Source: an optimization exercise on an open RTL-to-GDS flow (aim: small area, a short achievable clock period and few clock cycles). Production flows keep margins and buffers that such runs may drop.
At most, simulation tests tie the RTL to the original design; equivalence was not proved.
Power figures rest on the tool's default switching activity, not on a simulated workload.

==> flow/design.v (excerpt) <==
module slab_alloc_top (
    input  logic                    clk,
    input  logic                    rst,
    input  logic [15:0]             req_size,
    input  logic                    req_valid,
    output logic                    req_ready,
    output logic [32-1:0] malloc_pointer,
    output logic                    malloc_failed,
    output logic                    malloc_valid,
    input  logic                    malloc_ready,
    input  logic [32-1:0] free_pointer,
    input  logic [15:0]             free_size,
    input  logic                    free_valid,
    output logic                    free_ready,
    output logic                    error_overflow
);
    function automatic logic [4:1] size_class(input logic [15:0] s);
        logic nz;
        logic [4:1] le;      
        nz = s != 16'd0;
        le[1] = s[15:7] == 9'd0 && !(s[6] && s[5:0] != 6'd0);
        le[2] = s[15:8] == 8'd0 && !(s[7] && s[6:0] != 7'd0);
        le[3] = s[15:9] == 7'd0 && !(s[8] && s[7:0] != 8'd0);
        le[4] = s[15:10] == 6'd0 && !(s[9] && s[8:0] != 9'd0);
        size_class[1] = nz && le[1];
        size_class[2] = le[2] && !le[1];
        size_class[3] = le[3] && !le[2];
        size_class[4] = le[4] && !le[3];
    endfunction
    logic [4:1] acls;
    logic [4:1] fcls;
    logic       acc_alloc;
    logic       acc_free;
    assign acls = size_class(req_size);
    assign fcls = size_class(free_size);
    assign acc_alloc = req_valid;
    assign acc_free = free_valid;
    assign req_ready = 1'b1;
    assign free_ready = 1'b1;
    logic [3:0] pg;
    logic       pg_avail;
    assign pg_avail = pg != 4'd10;
    logic [4:1] wr;
    logic [4:1] pop;
    logic [4:1] bg_set;
    logic       pg_take;
    logic [7:0] wr_data;
    logic [8:0] effm [1:4];      
    logic [7:0] remd [1:4];      
    logic [4:1] ok;              
  ...
Settings: LEC_CHECK=0, CAP_MARGIN=20, CORE_MARGIN=2, CORE_UTILIZATION=40, CTS_BUF_LIST=sky130_fd_sc_hd__clkbuf_8, CTS_CLUSTER_DIAMETER=50, CTS_CLUSTER_SIZE=20, SETUP_SLACK_MARGIN=3.8, SLEW_MARGIN=20; clock period 6.0 ns.
run.sh (not shown) runs the stock make flow with config.mk's settings and CLKGATE_MAP_FILE= SYNTH_SCRIPT=/design/flow/synth_recipe.tcl, a recipe that flattens the netlist after the stock synthesis.
The starting point ran to the end with no violations.
Testbench counts at the start, summed over its fixed seeds: cycles 7,452.
Next try:
--- a/flow/config.mk
+++ b/flow/config.mk
@@ -8,8 +8,8 @@
 export CAP_MARGIN = 20
 export CORE_MARGIN = 2
-export CORE_UTILIZATION = 40
+export CORE_UTILIZATION = 60
 export CTS_BUF_LIST = sky130_fd_sc_hd__clkbuf_8
 export CTS_CLUSTER_DIAMETER = 50
 export CTS_CLUSTER_SIZE = 20
-export SETUP_SLACK_MARGIN = 3.8
+export SETUP_SLACK_MARGIN = 3.5
 export SLEW_MARGIN = 20
Utilization rises by 20 points.
Hold slack improves by 5.7 ps.
Clock power falls by about 7%.
Sequential share of layout area rises by 3.1 points.
Next try:
--- a/flow/config.mk
+++ b/flow/config.mk
@@ -8,5 +8,5 @@
 export CAP_MARGIN = 20
 export CORE_MARGIN = 2
-export CORE_UTILIZATION = 60
+export CORE_UTILIZATION = 40
 export CTS_BUF_LIST = sky130_fd_sc_hd__clkbuf_8
 export CTS_CLUSTER_DIAMETER = 50
@@ -14,2 +14,3 @@
 export SETUP_SLACK_MARGIN = 3.5
 export SLEW_MARGIN = 20
+export TNS_END_PERCENT = 20
The new run completed with no timing, DRC or antenna violations.
Routed wire length increases by 3.2%.
Die area increases by 49%.
Combinational power hardly moves.
Via count is about the same.
Synthesized area does not change.
Setup slack improves by 13 ps.
Power decreases by 0.49%.
Design area increases by 0.46%.

========
slab_alloc_top, a different RTL version from the one above (not shown whole).
Size in the first run: ~1400 cells after synthesis, ~22000 µm² of cells after synthesis.
// slab_alloc_top
module slab_alloc_top (
    input  logic                    clk,
    input  logic                    rst,
    input  logic [15:0]             req_size,
    input  logic                    req_valid,
    output logic                    req_ready,
    output logic [32-1:0] malloc_pointer,
    output logic                    malloc_failed,
    output logic                    malloc_valid,
    input  logic                    malloc_ready,
    input  logic [32-1:0] free_pointer,
    input  logic [15:0]             free_size,
    input  logic                    free_valid,
    output logic                    free_ready,
    output logic                    error_overflow
);
    function automatic logic [4:1] size_class(input logic [15:0] s);
        logic nz;
        nz = s != 16'd0;
        size_class[1] = nz && s <= 16'd64;
        size_class[2] = s > 16'd64 && s <= 16'd128;
        size_class[3] = s > 16'd128 && s <= 16'd256;
        size_class[4] = s > 16'd256 && s <= 16'd512;
    endfunction
    logic [4:1] acls;
    logic [4:1] fcls;
    logic       acc_alloc;
    logic       acc_free;
    assign acls = size_class(req_size);
    assign fcls = size_class(free_size);
    assign acc_alloc = req_valid;
    assign acc_free = free_valid;
    assign req_ready = 1'b1;
    assign free_ready = 1'b1;
    logic [3:0] pg;
    logic       pg_avail;
    assign pg_avail = pg != 4'd10;
    logic [4:1] wr;
    logic [4:1] pop;
    logic [4:1] bg_set;
    logic [4:1] bg_clr;
    logic       pg_take;
    logic [7:0] wr_data;
    logic [8:0] effm [1:4];      
    logic [7:0] remd [1:4];      
    logic [4:1] ok;              
    logic [4:1] full;            
    logic [4:1] ne;              
    logic [4:1] a_push;          
    logic [4:1] a_clr;           
    logic [4:1] a_page;          
    logic [8:0] ptr_q;
    logic [8:0] ptr_next;
    logic [7:0] rem_next;
    always_comb begin
        ptr_next = '0;
        rem_next = '0;
        for (int k = 1; k <= 4; k++) begin
            ptr_next = ptr_next | (acls[k] ? effm[k] : 9'd0);
            rem_next = rem_next | (acls[k] ? remd[k] : 8'd0);
        end
    end
    always_ff @(posedge clk) begin
        if (rst) begin
            malloc_valid <= 1'b0;
  ...
Settings: LEC_CHECK=0, CAP_MARGIN=20, CORE_MARGIN=2, CORE_UTILIZATION=40, SETUP_SLACK_MARGIN=3.0, SLEW_MARGIN=20; clock period 6.0 ns.
The first run completed without violations.
Edit:
Settings changed: ABC_CLOCK_PERIOD_IN_PS set to 2000, SETUP_SLACK_MARGIN 3.0 to 3.5.
The changed run completed with no timing, DRC or antenna violations. Power rose by 3.3%. Die area stays the same. Global-route usage climbs by 0.11 points. Cell area rises by 2.4%. First-iteration DRC count goes down by 15%. Via count rose by 1.9%. Area after synthesis is unchanged. Fmax barely changes. Sequential share of layout area falls by 1.3 points. Worst setup slack loses 3.1 ps. Worst hold slack degrades by 4.3 ps.
Function was not checked in any run of this note: the RTL went through the layout flow alone.

========
v6:
RTL: one of the versions met above, not the one the previous note started from.
Size: ~1600 cells after synthesis, ~110 I/O pins, roughly 23000 um2 of cells after synthesis.
make LEC_CHECK=0 CAP_MARGIN=20 CORE_MARGIN=2 CORE_UTILIZATION=40 CTS_BUF_LIST=sky130_fd_sc_hd__clkbuf_8 CTS_CLUSTER_DIAMETER=50 CTS_CLUSTER_SIZE=20 SETUP_SLACK_MARGIN=3.2 SLEW_MARGIN=20 finish   # period 6.0 ns
Testbench counts of v6, summed over its fixed seeds: cycles 7,452.
Changes in v7 relative to v6:
diff --git a/flow/config.mk b/flow/config.mk
--- a/flow/config.mk
+++ b/flow/config.mk
@@ -9,7 +9,8 @@
 export CORE_MARGIN = 2
-export CORE_UTILIZATION = 40
+export CORE_UTILIZATION = 55
 export CTS_BUF_LIST = sky130_fd_sc_hd__clkbuf_8
-export CTS_CLUSTER_DIAMETER = 50
-export CTS_CLUSTER_SIZE = 20
-export SETUP_SLACK_MARGIN = 3.2
+export CTS_CLUSTER_DIAMETER = 45
+export CTS_CLUSTER_SIZE = 18
+export PLACE_DENSITY = 0.7
+export SETUP_SLACK_MARGIN = 3.5
 export SLEW_MARGIN = 20
## What came out
Static leakage power in v7 is 1.3% above v6. Compared with v6, v7 shows a lower vertical extent of the die. The total wire length after detailed routing in v6 is 1.06 times that in v7. Between v7 and v6, utilization is higher for v7, v6 comes in under that. Comparing v7 with v6, the setup skew after layout came out essentially unchanged. v7 vs. v6: fraction of power spent switching nets went down by 0.95 points. The final reports for v7 and v6 show least setup slack across all paths after layout higher in the former. Sum of internal, switching and leakage power: v7 lower than v6. Portion of total power attributed to the clock network was lower in the run labelled v7. v7 against v6; detailed-routed wire length on met3 is up by more than half.

========
The RTL this note starts from:
==> flow/design.v <==
`timescale 1ns/1ps
module slab_alloc_top (
    input  logic                    clk,
    input  logic                    rst,
    input  logic [15:0]             req_size,
    input  logic                    req_valid,
    output logic                    req_ready,
    output logic [32-1:0] malloc_pointer,
    output logic                    malloc_failed,
    output logic                    malloc_valid,
    input  logic                    malloc_ready,
    input  logic [32-1:0] free_pointer,
    input  logic [15:0]             free_size,
    input  logic                    free_valid,
    output logic                    free_ready,
    output logic                    error_overflow
);
    function automatic logic [4:1] size_class(input logic [15:0] s);
        logic nz;
        nz = s != 16'd0;
        size_class[1] = nz && s <= 16'd64;
        size_class[2] = s > 16'd64 && s <= 16'd128;
        size_class[3] = s > 16'd128 && s <= 16'd256;
        size_class[4] = s > 16'd256 && s <= 16'd512;
    endfunction
    logic [4:1] acls;
    logic [4:1] fcls;
    logic       acc_alloc;
    logic       acc_free;
    assign acls = size_class(req_size);
    assign fcls = size_class(free_size);
    assign acc_alloc = req_valid;
    assign acc_free = free_valid;
    assign req_ready = 1'b1;
    assign free_ready = 1'b1;
    logic [3:0] pg;
    logic       pg_avail;
    assign pg_avail = pg != 4'd10;
    logic [4:1] pend;
    logic [3:0] wr_idx;
    logic [7:0] wr_data;
    logic [8:0] effm [1:4];      
    logic [4:1] ok;              
    logic [4:1] full;
    logic [4:1] ne_vec;
    logic [3:0] tl_lo [1:4];
    logic [8:0] ptr_q;
    logic [4:1] upd;
    logic [8:0] ptr_next;
    logic [4:1] ok_sel;
    logic [3:0] idx_sel;
    logic [4:1] drop;
    always_comb begin
        ptr_next = '0;
        idx_sel = '0;
        for (int k = 1; k <= 4; k++) begin
            ptr_next = ptr_next | (acls[k] ? effm[k] : 9'd0);
            idx_sel = idx_sel | (fcls[k] ? tl_lo[k] : 4'd0);
        end
        ok_sel = acls & ok;
        drop = fcls & full;
    end
    always_ff @(posedge clk) begin
        if (rst) begin
            malloc_valid <= 1'b0;
            malloc_failed <= 1'b0;
            upd <= '0;
            pend <= '0;
            error_overflow <= 1'b0;
        end else begin
            if (acc_alloc) begin
                malloc_valid <= 1'b1;
                malloc_failed <= ok_sel == '0;
            end else if (malloc_ready) begin
                malloc_valid <= 1'b0;
            end
            upd <= acc_alloc ? ok_sel : 4'd0;
            pend <= acc_free ? (fcls & ~full) : 4'd0;
            error_overflow <= acc_free && drop != '0;
        end
    end
    always_ff @(posedge clk) begin
        if (acc_alloc)
            ptr_q <= ptr_next;
        wr_idx <= idx_sel;
        wr_data <= free_pointer[13:6];
    end
    assign malloc_pointer = {17'd0, ptr_q, 6'd0};
    always_ff @(posedge clk) begin
        if (rst)
            pg <= 4'd2;
        else if ((upd & ~ne_vec) != '0)
            pg <= pg + 1'b1;
    end
    for (genvar k = 1; k <= 4; k++) begin : g_cls
        localparam int W = 9 - k;
        localparam int OW = 6 - k;
        logic [W-1:0] mem [16];
        logic [4:0]   hd;
        logic [4:0]   tl;
        logic         bg_v;
        logic [3:0]   bg_pos;
        logic [W-1:0] bg_a;
        logic         empty;
        logic         isbig;
        logic         fwd;
        logic [W-1:0] head_a;
        logic [W-1:0] cand;
        logic [7:0]   a8;
        logic         hasrem;
        assign empty = hd == tl;
        assign full[k] = hd[3:0] == tl[3:0] && hd[4] != tl[4];
        assign ne_vec[k] = !empty;
        assign tl_lo[k] = tl[3:0];
        assign isbig = bg_v && bg_pos == hd[3:0];
        assign fwd = pend[k] && wr_idx == hd[3:0];
        assign head_a = fwd ? wr_data[7:k-1] : mem[hd[3:0]];
        assign cand = isbig ? bg_a : head_a;
        assign a8 = empty ? {pg[2:0], 5'd0} : 8'({cand, {(k-1){1'b0}}});
        assign ok[k] = !empty || pg_avail;
        assign effm[k] = ok[k] ? {a8[7:6] == 2'b00, a8} : 9'd0;
        assign hasrem = bg_a[OW-1:0] != {OW{1'b1}};
        always_ff @(posedge clk) begin
            if (pend[k])
                mem[wr_idx] <= wr_data[7:k-1];
        end
        always_ff @(posedge clk) begin
            if (rst) begin
                hd <= '0;
                tl <= '0;
                bg_v <= 1'b0;
            end else if (upd[k]) begin
                if (!empty) begin
                    hd <= hd + 1'b1;
                    if (isbig) begin
                        if (hasrem) begin
                            bg_a <= bg_a + 1'b1;
                            bg_pos <= tl[3:0];
                            tl <= tl + 1'b1;
                        end else begin
                            bg_v <= 1'b0;
                        end
                    end
                end else begin
                    bg_v <= 1'b1;
                    bg_a <= W'({pg[2:0], {(OW-1){1'b0}}, 1'b1});
                    bg_pos <= tl[3:0];
                    tl <= tl + 1'b1;
                end
            end else if (acc_free && fcls[k] && !full[k]) begin
                tl <= tl + 1'b1;
            end
        end
    end
endmodule
==> flow/config.mk <==
export PLATFORM = sky130hd
export DESIGN_NAME = slab_alloc_top
export DESIGN_NICKNAME = slab_alloc_top
export VERILOG_FILES = /design/flow/design.v
export SDC_FILE = /design/flow/constraint.sdc
export NUM_CORES = 4
export LEC_CHECK = 0
export ABC_CLOCK_PERIOD_IN_PS = 2000
export CAP_MARGIN = 20
export CORE_MARGIN = 2
export CORE_UTILIZATION = 40
export SETUP_SLACK_MARGIN = 3.5
export SLEW_MARGIN = 20
==> flow/constraint.sdc <==
create_clock -name core_clock -period 6.0 [get_ports {clk}]
set_input_delay 1.2000 -clock core_clock [delete_from_list [all_inputs] [get_ports {clk}]]
set_output_delay 1.2000 -clock core_clock [all_outputs]
set_load 0.01 [all_outputs]
Change:
--- a/flow/config.mk
+++ b/flow/config.mk
@@ -7,3 +7,3 @@
 export LEC_CHECK = 0
-export ABC_CLOCK_PERIOD_IN_PS = 2000
+export ABC_CLOCK_PERIOD_IN_PS = 2500
 export CAP_MARGIN = 20
@@ -11,3 +11,3 @@
 export CORE_UTILIZATION = 40
-export SETUP_SLACK_MARGIN = 3.5
+export SETUP_SLACK_MARGIN = 2.5
 export SLEW_MARGIN = 20
Outcome: Setup slack gets worse by 0.47 ns. Design area decreases by 4.7%. Power increases by 0.66%. Non-clock buffer count decreases by 76.
No run of this note included a check of the RTL's function; only the layout flow was run.

========
== lane 1 ==
slab_alloc_top with an RTL version that a note above also has.
Size: about 1600 cells after synthesis, ~550 flip-flops, about 110 I/O pins.
export LEC_CHECK = 0
export CAP_MARGIN = 20
export CORE_MARGIN = 2
export CORE_UTILIZATION = 40
export CTS_BUF_LIST = sky130_fd_sc_hd__clkbuf_8
export CTS_CLUSTER_DIAMETER = 50
export CTS_CLUSTER_SIZE = 20
export SETUP_SLACK_MARGIN = 4.0
export SLEW_MARGIN = 20
create_clock -name core_clock -period 6.0 [get_ports {clk}]
Lane 1 | status: complete | timing, DRC, antenna: pass
Testbench counts of lane 1, summed over its fixed seeds: cycles 7,452.
Changes in lane 2 relative to lane 1:
Settings: changing SETUP_SLACK_MARGIN from 4.0 to 3.4; setting PLACE_DENSITY to 0.7 for the first time; changing CORE_UTILIZATION from 40 to 55.
Findings:
Sequential share of layout area: lane 2 vs lane 1 up 4.9 points
Diff lane 1 -> lane 2 | total power | down by a few percent
In the reports for lane 1 and lane 2, the larger synthesis-to-layout area growth belongs to lane 1.
Looking at capturing instance or port of the critical path, the malloc_failed$_SDFFE_PP0P_ result is from lane 2; the wr_data[4]$_DFF_P_ one comes from lane 1.
Of the two candidates, lane 1 has the worse die area and lane 2 the better one.
The sum of routed wire length over all layers in lane 1 is 1.12 times that in lane 2.
Going from lane 1 to lane 2, design area shrank by about 8%, footprint of the multi-input gates -about 10%.
Post-detailed-route wirelength per cell (higher): lane 2
Lane 2 packs its core tighter than lane 1.

========
slab_alloc_top, a different RTL version from the one above (not shown whole).
Size: about 1600 cells after synthesis, ~110 I/O pins, roughly 23000 sq um of cells after synthesis.
make LEC_CHECK=0 CAP_MARGIN=20 CORE_MARGIN=2 CORE_UTILIZATION=40 CTS_BUF_LIST='sky130_fd_sc_hd__clkbuf_4 sky130_fd_sc_hd__clkbuf_8' CTS_CLUSTER_DIAMETER=40 CTS_CLUSTER_SIZE=14 SETUP_SLACK_MARGIN=3.5 SLEW_MARGIN=20 finish   # period 6.0 ns
The baseline completed with no timing, DRC or antenna violations.
Testbench counts at the start, summed over its fixed seeds: cycles 7,452.
Rerun with:
CTS_BUF_LIST = sky130_fd_sc_hd__clkbuf_8   (was sky130_fd_sc_hd__clkbuf_4 sky130_fd_sc_hd__clkbuf_8)
CTS_CLUSTER_DIAMETER = 50   (was 40)
CTS_CLUSTER_SIZE = 20   (was 14)
=> Worst hold slack improves by 0.0077 ns; wire length is lower slightly; core utilization is lower by 1.1 points; flip-flop and latch count is unchanged; power shrinks by roughly a tenth; non-clock buffer count went up by 2; via count drops slightly; sequential power hardly moves; area after synthesis does not change.
Rerun with:
CORE_UTILIZATION = 55   (was 40)
PLACE_DENSITY = 0.7   (was default)
The new run completed without violations.
Cell area drops by 1.4%.
Worst setup slack gets worse by 0.057 ns.
Die area drops by 27%.
Clock power drops by about 2%.
Hold slack gets worse by 0.0074 ns.
Synthesized area is unchanged.
Sequential share of layout area climbs by 0.85 points.
Count of clock-buffer cells in the layout drops by 3.
Via count stays flat.

[static timing again, ports no longer ideal]
No port has a modelled driver above. Below, the same layouts with a new extraction and two added sets of constraints. Step 1, drivers: a clkbuf_16 drives clk and a buf_2 each remaining input, both assumed. Step 2, shift: input delay + t, output delay - t, t = (earliest + latest rising clock arrival at the registers) / 2. This alone moves slack from input paths to output paths. a / b / c = ideal / step 1 / step 2; a / b = the first two.
run | t (ns) | slack for setup (ns) | hold slack, ns
the first run of note 1 | 0.713 | 3.432 / 3.456 / 2.743 | 0.485 / 0.485 / 0.485
the second run of note 1 | 0.711 | 3.322 / 3.337 / 2.627 | 0.491 / 0.491 / 0.491
the third run of note 1 | 0.708 | 3.335 / 3.337 / 2.655 | 0.461 / 0.461 / 0.461
the first run of note 2 | 0.647 | 2.851 / 2.880 / 2.233 | 0.468 / 0.468 / 0.468
the second run of note 2 | 0.653 | 2.848 / 2.870 / 2.217 | 0.464 / 0.464 / 0.464
v6 | 0.720 | 3.225 / 3.212 / 2.542 | 0.494 / 0.494 / 0.494
v7 | 0.697 | 3.373 / 3.383 / 2.686 | 0.474 / 0.474 / 0.474
the first run of note 4 | 0.663 | 2.980 / 3.005 / 2.342 | 0.482 / 0.482 / 0.482
the second run of note 4 | 0.663 | 2.511 / 2.536 / 1.874 | 0.472 / 0.472 / 0.472
lane 1 | 0.719 | 3.395 / 3.417 / 2.698 | 0.492 / 0.492 / 0.492
lane 2 | 0.685 | 3.303 / 3.318 / 2.633 | 0.493 / 0.493 / 0.493
the first run of note 6 | 0.687 | 3.360 / 3.308 / 2.772 | 0.498 / 0.498 / 0.498
the second run of note 6 | 0.718 | 3.389 / 3.333 / 2.765 | 0.506 / 0.506 / 0.506
the third run of note 6 | 0.699 | 3.332 / 3.334 / 2.635 | 0.498 / 0.498 / 0.498
After both steps every run listed still meets setup and hold.
